This design comes from an exercise in tuning for small area, a short achievable clock period and few clock cycles per item on the open sky130 flow, not from production work. Function was checked by simulation only, so behaviour that the tests miss may differ from the original. Power is estimated from default activity; no workload was simulated.

willow:
Design sliding_window_extremum_detector, start of the top module:
module sliding_window_extremum_detector
(
  input  logic                           clk,
  input  logic                           rst,
  input  logic                           in_valid,
  output logic                           in_ready,
  input  logic                           kind,
  input  logic signed [swx_pkg::PRICE_BITS-1:0]   price,
  input  logic signed [swx_pkg::STAMP_BITS-1:0]   stamp,
  output logic                           out_valid,
  input  logic                           out_ready,
  output logic [swx_pkg::VERDICT_BITS-1:0]        verdict,
  output logic signed [swx_pkg::PRICE_BITS-1:0]   price_out,
  output logic signed [swx_pkg::STAMP_BITS-1:0]   stamp_out,
  input  logic                           cfg_we,
  input  logic [swx_pkg::HALF_BITS-1:0]           cfg_data
);
  localparam int PB    = swx_pkg::PRICE_BITS;
  localparam int NPAST = 2 * swx_pkg::MAX_HALF_WINDOW;    
  logic [swx_pkg::HALF_BITS-1:0] half_window;
  logic [swx_pkg::HALF_BITS-1:0] half_clamped;
  logic [PB-1:0]                 win [NPAST];     
  logic [NPAST:0]                count;
  logic [NPAST-1:0]              cap_mask;        
  logic [NPAST-1:0]              cap_clamped;     
  ...
Size: about 4200 cells after synthesis, ~210 I/O pins.
clock: 5.0 ns
lec_check: 0
cap_margin: 20
core_margin: 2
core_utilization: 55
cts_cluster_diameter: 80
cts_cluster_size: 24
setup_slack_margin: 2.6
slew_margin: 20
run.sh (not shown) runs the stock make flow with config.mk's settings and CLKGATE_MAP_FILE= SYNTH_SCRIPT=/design/flow/synth_recipe.tcl, a recipe that flattens the netlist after the stock synthesis.
Testbench counts of willow, summed over its fixed seeds: cycles 9,680, items 9,600.
What ember does differently from willow at the input level:
diff --git a/flow/config.mk b/flow/config.mk
--- a/flow/config.mk
+++ b/flow/config.mk
@@ -10,3 +10 @@
-export CORE_UTILIZATION = 55
-export CTS_CLUSTER_DIAMETER = 80
-export CTS_CLUSTER_SIZE = 24
+export CORE_UTILIZATION = 70
[summary]
ember has less setup slack than willow. Transition time of the tightest slew-check pin was lower in willow than in ember. Re delay of the slowest critical-path stage: ember is 0.07 ns up on willow. Between ember and willow, it is ember whose maximum fanout encountered on the critical timing path is lower, by 1. Relative to willow, the well tap count measured on ember has decreased by more than 10%. ember: all stages complete, timing, DRC and antenna checks passed.
Edits applied to the flow inputs when going from ember to umber:
diff --git a/flow/config.mk b/flow/config.mk
--- a/flow/config.mk
+++ b/flow/config.mk
@@ -10 +10 @@
-export CORE_UTILIZATION = 70
+export CORE_UTILIZATION = 45
## What came out
umber against ember: power did not really move, number of gates resized after CTS went up.
Layout clock buffer count, umber and ember, lower one = ember.
Compared to ember, the routing of umber uses less wire.
Global-route wire length before repair went down by a few percent going from ember to umber.
Diff ember -> umber: proportion of power drawn by flip-flops and latches moved down; power share of the clock group moved up; worst hold-check slack level.
umber: worst setup margin 0.053 ns above ember
umber against ember; number of global-route vias before repair is down by a few percent.
## Diff of input files: lagoon against umber
diff --git a/flow/config.mk b/flow/config.mk
--- a/flow/config.mk
+++ b/flow/config.mk
@@ -10 +10 @@
-export CORE_UTILIZATION = 45
+export CORE_UTILIZATION = 55
@@ -12,0 +13 @@
+export TNS_END_PERCENT = 5
==> run summary <==
After detailed routing, umber needs more wire than lagoon.
Compared with umber, lagoon shows number of optimization iterations in the first detailed-route pass lower by 1.
NOTE count of non-filler cells in the finished layout umber->lagoon decreased by a few percent
Compare lagoon and umber | largest net degree at the start of global routing lower: umber
The switching part of the total reported for lagoon is smaller than that of umber by 0.82 points.
Register-to-register slack: lagoon vs umber down 0.10 ns

The RTL this note starts from:
==> flow/design.v <==
package swx_pkg;
  localparam int MAX_HALF_WINDOW = 15;
  localparam int HALF_BITS       = 4;
  localparam int RING_DEPTH      = 2 * MAX_HALF_WINDOW + 1;
  localparam int SLOT_BITS       = $clog2(RING_DEPTH + 1);
  localparam int PRICE_BITS      = 32;
  localparam int STAMP_BITS      = 64;
  localparam int VERDICT_BITS    = 2;
  localparam logic [VERDICT_BITS-1:0] VERDICT_REGULAR = 2'd0;
  localparam logic [VERDICT_BITS-1:0] VERDICT_MINIMA  = 2'd1;
  localparam logic [VERDICT_BITS-1:0] VERDICT_MAXIMA  = 2'd2;
  localparam logic KIND_TICK  = 1'b0;
  localparam logic KIND_CLEAR = 1'b1;
  typedef struct packed {
    logic start;
    logic cmp_en;
  } judge_ctrl_t;
endpackage
module swx_ram #(
  parameter int WIDTH = 32,
  parameter int DEPTH = 31
) (
  input  logic                     clk,
  input  logic                     we,
  input  logic [$clog2(DEPTH)-1:0] waddr,
  input  logic [WIDTH-1:0]         wdata,
  input  logic                     re,
  input  logic [$clog2(DEPTH)-1:0] raddr,
  output logic [WIDTH-1:0]         rdata
);
  logic [WIDTH-1:0] mem [DEPTH];
  always_ff @(posedge clk) begin
    if (we) begin
      mem[waddr] <= wdata;
    end
    if (re) begin
      rdata <= mem[raddr];
    end
  end
endmodule
module swx_judge #(
  parameter int N = 30
) (
  input  logic signed [swx_pkg::PRICE_BITS-1:0]   now,
  input  logic [N*swx_pkg::PRICE_BITS-1:0]        past,
  output logic [N-1:0]                            hi_lower,
  output logic [N-1:0]                            hi_equal,
  output logic [N-1:0]                            lo_lower,
  output logic [N-1:0]                            lo_equal
);
  localparam int PB = swx_pkg::PRICE_BITS;
  localparam int HB = PB / 2;
  logic signed [HB-1:0] now_hi;
  logic        [HB-1:0] now_lo;
  logic signed [HB-1:0] x_hi [N];
  logic        [HB-1:0] x_lo [N];
  assign now_hi = now[PB-1:HB];
  assign now_lo = now[HB-1:0];
  always_comb begin
    for (int k = 0; k < N; k++) begin
      x_hi[k]      = past[k*PB+HB +: HB];
      x_lo[k]      = past[k*PB +: HB];
      hi_lower[k]  = x_hi[k] < now_hi;
      hi_equal[k]  = x_hi[k] == now_hi;
      lo_lower[k]  = x_lo[k] < now_lo;
      lo_equal[k]  = x_lo[k] == now_lo;
    end
  end
endmodule
module sliding_window_extremum_detector
(
  input  logic                           clk,
  input  logic                           rst,
  input  logic                           in_valid,
  output logic                           in_ready,
  input  logic                           kind,
  input  logic signed [swx_pkg::PRICE_BITS-1:0]   price,
  input  logic signed [swx_pkg::STAMP_BITS-1:0]   stamp,
  output logic                           out_valid,
  input  logic                           out_ready,
  output logic [swx_pkg::VERDICT_BITS-1:0]        verdict,
  output logic signed [swx_pkg::PRICE_BITS-1:0]   price_out,
  output logic signed [swx_pkg::STAMP_BITS-1:0]   stamp_out,
  input  logic                           cfg_we,
  input  logic [swx_pkg::HALF_BITS-1:0]           cfg_data
);
  localparam int PB    = swx_pkg::PRICE_BITS;
  localparam int NPAST = 2 * swx_pkg::MAX_HALF_WINDOW;    
  logic [swx_pkg::HALF_BITS-1:0] half_window;
  logic [swx_pkg::HALF_BITS-1:0] half_clamped;
  logic [PB-1:0]                 win [NPAST];     
  logic [NPAST:0]                count;
  logic [NPAST-1:0]              cap_mask;        
  logic [NPAST-1:0]              cap_clamped;     
  logic                          s1_valid;
  logic                          s1_fresh;        
  logic [swx_pkg::STAMP_BITS-1:0] s1_stamp;
  logic [swx_pkg::VERDICT_BITS-1:0] s1_kept;
  logic [NPAST-1:0]              cmp_hi_lower;
  logic [NPAST-1:0]              cmp_hi_equal;
  logic [NPAST-1:0]              cmp_lo_lower;
  logic [NPAST-1:0]              cmp_lo_equal;
  logic                          s1_move;
  logic                          s1_free;         
  logic                          s1_busy;         
  logic                          take;            
  logic                          s1_valid_n;
  logic                          out_valid_n;
  logic                          accept;
  logic                          tick;
  logic                          clear;
  logic                          report;
  logic [NPAST-1:0]              hi_lower;
  logic [NPAST-1:0]              hi_equal;
  logic [NPAST-1:0]              lo_lower;
  logic [NPAST-1:0]              lo_equal;
  logic [NPAST-1:0]              held;
  logic [NPAST-1:0]              lower;
  logic [NPAST-1:0]              higher;
  logic [swx_pkg::VERDICT_BITS-1:0] judged;
  logic [swx_pkg::VERDICT_BITS-1:0] s1_verdict;
  logic [NPAST*PB-1:0]           past;
  assign s1_move  = !out_valid || out_ready;
  assign in_ready = s1_free || out_ready;
  assign take     = in_valid && (!s1_busy || out_ready);
  assign accept   = take;
  assign tick     = take && (kind == swx_pkg::KIND_TICK);
  assign clear    = take && (kind == swx_pkg::KIND_CLEAR);
  always_comb begin
    report = 1'b0;
    for (int k = 1; k <= swx_pkg::MAX_HALF_WINDOW; k++) begin
      if (int'(half_window) == k) begin
        report = count[k-1];
      end
    end
  end
  always_comb begin
    for (int k = 0; k < NPAST; k++) begin
      cap_clamped[k] = (k < 2 * int'(half_clamped));
    end
  end
  always_comb begin
    priority if (cfg_data == '0) begin
      half_clamped = swx_pkg::HALF_BITS'(1);
    end else if (cfg_data > swx_pkg::HALF_BITS'(swx_pkg::MAX_HALF_WINDOW)) begin
      half_clamped = swx_pkg::HALF_BITS'(swx_pkg::MAX_HALF_WINDOW);
    end else begin
      half_clamped = cfg_data;
    end
  end
  assign held   = count[NPAST:1] & cap_mask;
  assign lower  = held & (cmp_hi_lower | (cmp_hi_equal & cmp_lo_lower));
  assign higher = held & (~(cmp_hi_lower | cmp_hi_equal) |
                          (cmp_hi_equal & ~(cmp_lo_lower | cmp_lo_equal)));
  always_comb begin
    if (lower == '0) begin
      judged = swx_pkg::VERDICT_MINIMA;
    end else if (higher == '0) begin
      judged = swx_pkg::VERDICT_MAXIMA;
    end else begin
      judged = swx_pkg::VERDICT_REGULAR;
    end
  end
  assign s1_verdict = s1_fresh ? judged : s1_kept;
  assign s1_valid_n  = (!s1_busy || out_ready) ? (tick && report) : s1_valid;
  assign out_valid_n = s1_move ? s1_valid : out_valid;
  always_ff @(posedge clk) begin
    if (rst) begin
      half_window <= swx_pkg::HALF_BITS'(1);
      cap_mask    <= NPAST'(3);
      count       <= '0;
      s1_valid    <= 1'b0;
      s1_fresh    <= 1'b0;
      s1_free     <= 1'b1;
      s1_busy     <= 1'b0;
      out_valid   <= 1'b0;
    end else begin
      if (cfg_we) begin
        half_window <= half_clamped;
        cap_mask    <= cap_clamped;
        count       <= '0;
      end else if (clear) begin
        count       <= '0;
      end else if (tick) begin
        count       <= {count[NPAST-1:0], 1'b1};
      end
      s1_valid  <= s1_valid_n;
      out_valid <= out_valid_n;
      s1_free   <= !(s1_valid_n && out_valid_n);
      s1_busy   <= s1_valid_n && out_valid_n;
      s1_fresh  <= !s1_busy || out_ready;
    end
  end
  always_ff @(posedge clk) begin
    if (take) begin
      win[0] <= price;
      for (int k = 1; k < NPAST; k++) begin
        win[k] <= win[k-1];
      end
    end
    cmp_hi_lower <= hi_lower;
    cmp_hi_equal <= hi_equal;
    cmp_lo_lower <= lo_lower;
    cmp_lo_equal <= lo_equal;
    s1_kept       <= s1_verdict;
    if (!s1_busy || out_ready) begin
      s1_stamp <= stamp;
    end
    if (s1_move) begin
      verdict   <= s1_verdict;
      price_out <= win[0];
      stamp_out <= s1_stamp;
    end
  end
  always_comb begin
    for (int k = 0; k < NPAST; k++) begin
      past[k*PB +: PB] = win[k];
    end
  end
  swx_judge #(
    .N (NPAST)
  ) u_judge (
    .now       (price),
    .past      (past),
    .hi_lower (hi_lower),
    .hi_equal (hi_equal),
    .lo_lower (lo_lower),
    .lo_equal (lo_equal)
  );
endmodule
Settings: LEC_CHECK=0, CAP_MARGIN=20, CORE_MARGIN=2, CORE_UTILIZATION=55, SETUP_SLACK_MARGIN=2.6, SLEW_MARGIN=20; clock period 5.0 ns.
standard.sh (not shown) runs the stock make flow with config.mk's settings and CLKGATE_MAP_FILE= SYNTH_SCRIPT=/design/flow/synth_recipe.tcl, a recipe that flattens the netlist after the stock synthesis.
==> flow/flow/run.sh <==
#!/bin/bash
set -o pipefail
export CTS_ARGS="-sink_clustering_enable -repair_clock_nets -dont_use_dummy_load -root_buf sky130_fd_sc_hd__clkbuf_16 -sink_clustering_buffer sky130_fd_sc_hd__clkbuf_8 -buf_list {sky130_fd_sc_hd__clkbuf_8 sky130_fd_sc_hd__clkbuf_16}"
bash standard.sh finish > standard.log 2>&1
Testbench counts at the start, summed over its fixed seeds: cycles 9,680, items 9,600.
Next try:
==> flow/run.sh (new file) <==
#!/bin/bash
# synth_recipe.tcl (not shown) runs the flow's synth.tcl, then flattens the netlist and writes it again
# the make line also repeats each setting of config.mk as NAME=value (left out here)
make -C /OpenROAD-flow-scripts/flow DESIGN_CONFIG=/design/flow/config.mk WORK_HOME=/design/flow/orfs CLKGATE_MAP_FILE= SYNTH_SCRIPT=/design/flow/synth_recipe.tcl finish
Settings changed: ABC_CLOCK_PERIOD_IN_PS set to 2400.
removed: flow/flow/run.sh
removed: flow/standard.sh
Result: Fmax drops by 0.74%. Design area climbs by 1.8%. Clock power climbs by 32%. Die area is unchanged. Wire length drops by 0.45%.
Next try:
==> flow/flow/run.sh (new file) <==
#!/bin/bash
set -o pipefail
export CTS_ARGS="-sink_clustering_enable -repair_clock_nets -dont_use_dummy_load"
bash standard.sh finish > standard.log 2>&1
==> flow/standard.sh (new file) <==
#!/bin/bash
# synth_recipe.tcl (not shown) runs the flow's synth.tcl, then flattens the netlist and writes it again
# the make line also repeats each setting of config.mk as NAME=value (left out here)
make -C /OpenROAD-flow-scripts/flow DESIGN_CONFIG=/design/flow/config.mk WORK_HOME=/design/flow/orfs CLKGATE_MAP_FILE= SYNTH_SCRIPT=/design/flow/synth_recipe.tcl "${@:-finish}"
Settings changed: ABC_CLOCK_PERIOD_IN_PS 2400 to unset.
removed: flow/run.sh
- synthesized area stays the same
- clock skew came out higher by 13 ps
- worst hold slack got worse by 3.3 ps
- global-route usage came out lower by 0.18 points
Next try:
==> flow/flow/run.sh (replaced) <==
#!/bin/bash
set -o pipefail
export CTS_ARGS="-sink_clustering_enable -repair_clock_nets -dont_use_dummy_load -root_buf sky130_fd_sc_hd__clkbuf_16 -sink_clustering_buffer sky130_fd_sc_hd__clkbuf_8 -buf_list {sky130_fd_sc_hd__clkbuf_8 sky130_fd_sc_hd__clkbuf_16}"
bash standard.sh finish > standard.log 2>&1
Settings changed: CORE_UTILIZATION 55 to 50, SETUP_SLACK_MARGIN 2.6 to 2.5.
Outcome:
- The changed run completed without violations
- global-route usage went down by 1.7 points
- routed wire length is higher by 0.58%
- die area increases by 9.9%
- cell area went down by 1.3%
- power drops by 3.8%
- core utilization drops by 6.7 points
- first-iteration DRC count rose by 11%
- flip-flop and latch count stays the same
- worst setup slack got worse by 86 ps
- sequential share of layout area rose by 0.71 points
Next try:
Settings changed: CORE_UTILIZATION 50 to 55, PLACE_DENSITY set to 0.7, SETUP_SLACK_MARGIN 2.5 to 2.6.
Critical path depth rose by 2.
First-iteration DRC count rose by 2.4%.
Register-to-register slack is better by 50 ps.
Final cell count fell by 3.1%.
Sequential power hardly moves.
Setup slack is better by 15 ps.
Count of clock-buffer cells in the layout fell by 5.
Total power stays flat.
Next try:
Settings changed: CORE_UTILIZATION 55 to 50, PLACE_DENSITY 0.7 to unset.
Outcome:
- core utilization goes down by 6.1 points
- worst setup slack improved by 41 ps
- non-clock buffer count goes down by 6
- register-to-register slack stays flat
- area after synthesis is unchanged

port drivers added, routing unchanged:
The flow's constraints put no driver on any port. The routed layouts listed below were extracted and timed again, unchanged, in two steps.
Step 1 assumes that a clkbuf_16 drives the clock port and a buf_2 every other input.
Step 2, shift: input delay + t, output delay - t, t = (earliest + latest rising clock arrival at the registers) / 2. This alone moves slack from input paths to output paths.
Three values: ideal, step 1, step 2; two values: the first two.
| run | t, ns | setup WS [ns] | worst hold slack (ns) | clock arrival spread, ns | worst data-port slew with drivers (ns) |
|---|---|---|---|---|---|
| willow | 0.738 | 2.508 / 2.515 / 1.796 | 0.424 / 0.424 / 0.424 | 0.034 / 0.034 | 0.09 |
| ember | 0.802 | 2.397 / 2.412 / 1.610 | 0.414 / 0.414 / 0.414 | 0.033 / 0.033 | 0.06 |
| umber | 0.841 | 2.451 / 2.438 / 1.764 | 0.415 / 0.384 / 0.415 | 0.026 / 0.026 | 0.07 |
| lagoon | 0.804 | 2.355 / 2.355 / 1.644 | 0.416 / 0.416 / 0.416 | 0.028 / 0.028 | 0.05 |
| the first run of note 2 | 0.782 | 2.566 / 2.517 / 1.870 | 0.412 / 0.412 / 0.412 | 0.044 / 0.045 | 0.07 |
| the second run of note 2 | 0.800 | 2.548 / 2.499 / 1.828 | 0.410 / 0.410 / 0.410 | 0.018 / 0.018 | 0.07 |
| the third run of note 2 | 0.790 | 2.566 / 2.517 / 1.844 | 0.407 / 0.407 / 0.407 | 0.035 / 0.035 | 0.07 |
| the fourth run of note 2 | 0.822 | 2.480 / 2.450 / 1.748 | 0.400 / 0.400 / 0.400 | 0.060 / 0.060 | 0.12 |
| the fifth run of note 2 | 0.791 | 2.495 / 2.475 / 1.690 | 0.405 / 0.405 / 0.405 | 0.080 / 0.080 | 0.11 |
| the sixth run of note 2 | 0.821 | 2.536 / 2.480 / 1.810 | 0.399 / 0.397 / 0.399 | 0.056 / 0.056 | 0.12 |
After both steps every run listed still meets setup and hold. The setup slack of the fifth run of note 2, which loses most, moves by -0.020 ns with the drivers and by -0.805 ns with both steps.
